This design comes from an exercise in tuning for small area and a short achievable clock period on the open sky130 flow, not from production work.
Power is estimated from default activity; no workload was simulated.

==> flow/design.v <==
package frame_detector_pkg;
  localparam logic [15:0] HEADER_WORD  = 16'hE0E0;
  localparam logic [15:0] TRAILER_WORD = 16'h0E0E;
  localparam int          MAX_WORDS    = 8;
  localparam int          DATA_W       = MAX_WORDS * 16;
  localparam int          NSLOT        = 5;
  localparam logic [2:0]  P_SKIP  = 3'd0;
  localparam logic [2:0]  P_HUNT  = 3'd1;
  localparam logic [2:0]  P_HDR2  = 3'd2;
  localparam logic [2:0]  P_CHAN  = 3'd3;
  localparam logic [2:0]  P_BODY  = 3'd4;
  localparam logic [2:0]  P_CHECK = 3'd5;
endpackage
module frame_fifo #(
  parameter int NSLOT  = 5,
  parameter int DATA_W = 128
) (
  input  logic                 clk_in,
  input  logic [NSLOT-1:0]     i_wr_sel,    
  input  logic [DATA_W/16-1:0] i_wr_word,   
  input  logic [15:0]          i_wr_data,
  input  logic                 i_ch_we,
  input  logic [2:0]           i_ch,
  input  logic                 i_nw_we,
  input  logic [2:0]           i_nw,
  input  logic [NSLOT-1:0]     i_rd_sel,    
  output logic [DATA_W-1:0]    o_data,
  output logic [2:0]           o_ch,
  output logic [2:0]           o_nw
);
  localparam int NW = DATA_W / 16;
  logic [DATA_W-1:0] r_mem [NSLOT];
  logic [2:0]        r_ch  [NSLOT];
  logic [2:0]        r_nw  [NSLOT];
  always_ff @(posedge clk_in) begin
    for (int s = 0; s < NSLOT; s++) begin
      for (int k = 0; k < NW; k++) begin
        if (i_wr_sel[s] && i_wr_word[k]) r_mem[s][DATA_W-1-16*k -: 16] <= i_wr_data;
      end
      if (i_wr_sel[s] && i_ch_we) r_ch[s] <= i_ch;
      if (i_wr_sel[s] && i_nw_we) r_nw[s] <= i_nw;
    end
  end
  always_comb begin
    o_data = '0;
    o_ch   = '0;
    o_nw   = '0;
    for (int s = 0; s < NSLOT; s++) begin
      o_data = o_data | (r_mem[s] & {DATA_W{i_rd_sel[s]}});
      o_ch   = o_ch   | (r_ch[s]  & {3{i_rd_sel[s]}});
      o_nw   = o_nw   | (r_nw[s]  & {3{i_rd_sel[s]}});
    end
  end
endmodule
module frame_detector #(
  parameter int FIFO_DEPTH = 4
) (
  input  logic        clk_in,
  input  logic        rst_n,
  input  logic [15:0] data_in,
  output logic        data_out_ch1, data_out_ch2, data_out_ch3, data_out_ch4,
  output logic        data_out_ch5, data_out_ch6, data_out_ch7, data_out_ch8,
  output logic        data_vld_ch1, data_vld_ch2, data_vld_ch3, data_vld_ch4,
  output logic        data_vld_ch5, data_vld_ch6, data_vld_ch7, data_vld_ch8,
  output logic        fifo_empty,
  output logic        fifo_full,
  output logic        crc_valid_o,
  output logic        crc_err
);
  localparam logic [15:0] HEADER_WORD  = frame_detector_pkg::HEADER_WORD;
  localparam logic [15:0] TRAILER_WORD = frame_detector_pkg::TRAILER_WORD;
  localparam int          MAX_WORDS    = frame_detector_pkg::MAX_WORDS;
  localparam int          DATA_W       = frame_detector_pkg::DATA_W;
  localparam int          NSLOT        = FIFO_DEPTH + 1;
  localparam logic [2:0]  P_SKIP       = frame_detector_pkg::P_SKIP;
  localparam logic [2:0]  P_HUNT       = frame_detector_pkg::P_HUNT;
  localparam logic [2:0]  P_HDR2       = frame_detector_pkg::P_HDR2;
  localparam logic [2:0]  P_CHAN       = frame_detector_pkg::P_CHAN;
  localparam logic [2:0]  P_BODY       = frame_detector_pkg::P_BODY;
  localparam logic [2:0]  P_CHECK      = frame_detector_pkg::P_CHECK;
  function automatic logic onehot4(input logic [3:0] x);
    onehot4 = ((x[0] ^ x[1]) && !(x[2] || x[3])) || ((x[2] ^ x[3]) && !(x[0] || x[1]));
  endfunction
  function automatic logic [15:0] crc16_step(input logic [15:0] crc, input logic [15:0] word);
    logic [15:0] c;
    c = crc ^ word;
    for (int i = 0; i < 16; i++) begin
      c = c[15] ? ({c[14:0], 1'b0} ^ 16'h1021) : {c[14:0], 1'b0};
    end
    crc16_step = c;
  endfunction
  localparam logic [15:0] CRC_GOOD = crc16_step(16'h0000, TRAILER_WORD);
  logic [15:0]      r_d;
  logic [2:0]       r_pstate, w_pnext;
  logic [3:0]       r_cnt;
  logic             r_prev_trl;
  logic [15:0]      r_crc;
  logic             w_hdr, w_trl, w_chan_ok, w_trailer, w_overflow, w_end, w_match;
  logic             w_push, w_pop;
  logic [2:0]       w_ch_enc;
  logic [MAX_WORDS-1:0] w_wr_word;
  always_ff @(posedge clk_in) r_d <= data_in;
  assign w_hdr      = (r_d == HEADER_WORD);
  assign w_trl      = (r_d == TRAILER_WORD);
  assign w_chan_ok  = (r_d[15:8] == 8'h00) &&
                      ((onehot4(r_d[3:0]) && (r_d[7:4] == 4'h0)) ||
                       (onehot4(r_d[7:4]) && (r_d[3:0] == 4'h0)));
  assign w_trailer  = w_trl && r_prev_trl;
  assign w_overflow = (r_cnt == 4'd10) || ((r_cnt == 4'd9) && !w_trl);
  assign w_end      = (r_pstate == P_BODY) && w_trailer && (r_cnt >= 4'd3);
  assign w_match    = (r_crc == CRC_GOOD);
  assign w_ch_enc   = {r_d[7] | r_d[6] | r_d[5] | r_d[4],
                       r_d[7] | r_d[6] | r_d[3] | r_d[2],
                       r_d[7] | r_d[5] | r_d[3] | r_d[1]};
  always_comb begin
    w_pnext = r_pstate;
    case (r_pstate)
      P_SKIP:  w_pnext = P_HUNT;
      P_HUNT:  if (w_hdr) w_pnext = P_HDR2;
      P_HDR2:  w_pnext = w_hdr ? P_CHAN : P_HUNT;
      P_CHAN:  w_pnext = w_chan_ok ? P_BODY : P_HUNT;
      P_BODY: begin
        if (w_trailer)       w_pnext = (r_cnt >= 4'd3) ? P_CHECK : P_HUNT;
        else if (w_overflow) w_pnext = P_HUNT;
      end
      P_CHECK: w_pnext = w_hdr ? P_HDR2 : P_HUNT;
      default: w_pnext = P_HUNT;
    endcase
  end
  always_ff @(posedge clk_in) begin
    if (!rst_n) r_pstate <= P_SKIP;
    else        r_pstate <= w_pnext;
  end
  always_ff @(posedge clk_in) begin
    r_cnt      <= (r_pstate == P_CHAN) ? 4'd0 : r_cnt + 4'd1;
    r_crc      <= (r_pstate == P_CHAN) ? 16'h0000 : crc16_step(r_crc, r_d);
    r_prev_trl <= w_trl;
  end
  always_comb begin
    for (int k = 0; k < MAX_WORDS; k++) w_wr_word[k] = (r_pstate == P_BODY) && (r_cnt == 4'(k));
  end
  logic [NSLOT-1:0]  r_wr_sel, r_rd_sel;
  logic              w_one, w_three;
  logic              r_empty, r_full;
  logic              r_crc_err;
  logic [DATA_W-1:0] w_rd_data;
  logic [2:0]        w_rd_ch, w_rd_nw;
  frame_fifo #(.NSLOT(NSLOT), .DATA_W(DATA_W)) u_fifo (
    .clk_in    (clk_in),
    .i_wr_sel  (r_wr_sel),
    .i_wr_word (w_wr_word),
    .i_wr_data (r_d),
    .i_ch_we   (r_pstate == P_CHAN),
    .i_ch      (w_ch_enc),
    .i_nw_we   (r_pstate == P_BODY),
    .i_nw      (3'(r_cnt - 4'd3)),
    .i_rd_sel  (r_rd_sel),
    .o_data    (w_rd_data),
    .o_ch      (w_rd_ch),
    .o_nw      (w_rd_nw)
  );
  assign w_push  = w_end && w_match && !r_full;
  assign w_one   = (r_wr_sel == {r_rd_sel[NSLOT-2:0], r_rd_sel[NSLOT-1]});
  assign w_three = (r_wr_sel == {r_rd_sel[NSLOT-4:0], r_rd_sel[NSLOT-1:NSLOT-3]});
  always_ff @(posedge clk_in) begin
    if (!rst_n) begin
      r_wr_sel  <= NSLOT'(1);
      r_rd_sel  <= NSLOT'(1);
      r_empty   <= 1'b1;
      r_full    <= 1'b0;
      r_crc_err <= 1'b0;
    end else begin
      if (w_push) r_wr_sel <= {r_wr_sel[NSLOT-2:0], r_wr_sel[NSLOT-1]};
      if (w_pop)  r_rd_sel <= {r_rd_sel[NSLOT-2:0], r_rd_sel[NSLOT-1]};
      if (w_push && !w_pop) begin
        r_empty <= 1'b0;
        r_full  <= w_three;
      end else if (w_pop && !w_push) begin
        r_empty <= w_one;
        r_full  <= 1'b0;
      end
      r_crc_err <= w_end && !w_match;
    end
  end
  logic              r_shift;
  logic [DATA_W-2:0] r_sh;
  logic              r_prev;
  logic [6:0]        r_left;
  logic [7:0]        r_vld, r_out, w_rd_dec;
  logic              r_first;
  logic              w_more;
  assign w_pop    = !r_shift && !r_empty;
  assign w_more   = (r_left != 7'd0);
  assign w_rd_dec = 8'(1) << w_rd_ch;
  always_ff @(posedge clk_in) begin
    r_sh   <= w_pop ? w_rd_data[DATA_W-2:0] : {r_sh[DATA_W-3:0], 1'b0};
    r_prev <= w_pop ? w_rd_data[DATA_W-1]   : r_sh[DATA_W-2];
    r_left <= w_pop ? {w_rd_nw, 4'hF}       : r_left - 7'd1;
  end
  always_ff @(posedge clk_in) begin
    if (!rst_n) begin
      r_shift <= 1'b0;
      r_vld   <= '0;
      r_out   <= '0;
      r_first <= 1'b0;
    end else begin
      r_first <= w_pop;
      if (w_pop) begin
        r_shift <= 1'b1;
        r_vld   <= w_rd_dec;
        r_out   <= w_rd_dec & {8{w_rd_data[DATA_W-1]}};
      end else if (r_shift && w_more) begin
        r_out   <= r_vld & {8{r_sh[DATA_W-2] ^ r_prev}};
      end else begin
        r_shift <= 1'b0;
        r_vld   <= '0;
        r_out   <= '0;
      end
    end
  end
  assign fifo_empty  = r_empty;
  assign fifo_full   = r_full;
  assign crc_valid_o = r_first;
  assign crc_err     = r_crc_err;
  assign {data_vld_ch8, data_vld_ch7, data_vld_ch6, data_vld_ch5,
          data_vld_ch4, data_vld_ch3, data_vld_ch2, data_vld_ch1} = r_vld;
  assign {data_out_ch8, data_out_ch7, data_out_ch6, data_out_ch5,
          data_out_ch4, data_out_ch3, data_out_ch2, data_out_ch1} = r_out;
endmodule
clock: 14.0 ns
lec_check: 0
cap_margin: 20
core_margin: 2
core_utilization: 40
place_density: 0.6
slew_margin: 20
standard.sh (not shown) runs the stock make flow with config.mk's settings and CLKGATE_MAP_FILE= SYNTH_SCRIPT=/design/flow/synth_recipe.tcl, a recipe that flattens the netlist after the stock synthesis.
==> flow/flow/run.sh <==
#!/bin/bash
# Standard layout, with timing repair asked to reach a shorter period than the
# clock's (same SDC and constraints; only the optimisation target is tighter).
set -euo pipefail
bash standard.sh SETUP_SLACK_MARGIN=10.4 finish > standard_finish.log 2>&1
The starting point finished clean.
Edit:
==> flow/run.sh (new file) <==
#!/bin/bash
# synth_recipe.tcl (not shown) runs the flow's synth.tcl, then flattens the netlist and writes it again
# the make line also repeats each setting of config.mk as NAME=value (left out here)
make -C /OpenROAD-flow-scripts/flow DESIGN_CONFIG=/design/flow/config.mk WORK_HOME=/design/flow/orfs CLKGATE_MAP_FILE= SYNTH_SCRIPT=/design/flow/synth_recipe.tcl finish
removed: flow/flow/run.sh
removed: flow/standard.sh
After rerunning:
- synthesized area stays the same
- combinational power is about the same
- hold slack hardly moves
No functional check of the RTL was part of any run of this note.

-- separate check: timing with driven ports --
The results above use ideal ports. As a check the final layouts listed here were re-extracted and re-timed, cells and wires unchanged. Step 1 (the two cells are an assumption about what drives the block):
set clk [get_ports {clk_in}]
set_driving_cell -lib_cell sky130_fd_sc_hd__clkbuf_16 $clk
set_driving_cell -lib_cell sky130_fd_sc_hd__buf_2 [delete_from_list [all_inputs] $clk]
Step 2 adds t to the input delays and takes it off the output delays; t is the mean of the earliest and latest rising clock arrival at the registers after step 1. Input paths then give back, and output paths get back, about the clock's delay inside the block. Three values: ideal ports, drivers, drivers and shift; two values: the first two.
| run | t (ns) | slack for setup (ns) | slew at the worst register clock pin (ns) |
|---|---|---|---|
| the first run | 0.697 | 10.093 / 10.029 / 9.787 | 0.07 / 0.07 |
| the second run | 0.698 | 9.461 / 9.396 / 9.732 | 0.06 / 0.06 |
After both steps setup and hold are still met in every run listed. For the first run, which loses most, drivers alone change the setup slack by -0.064 ns; drivers and shift together by -0.306 ns.
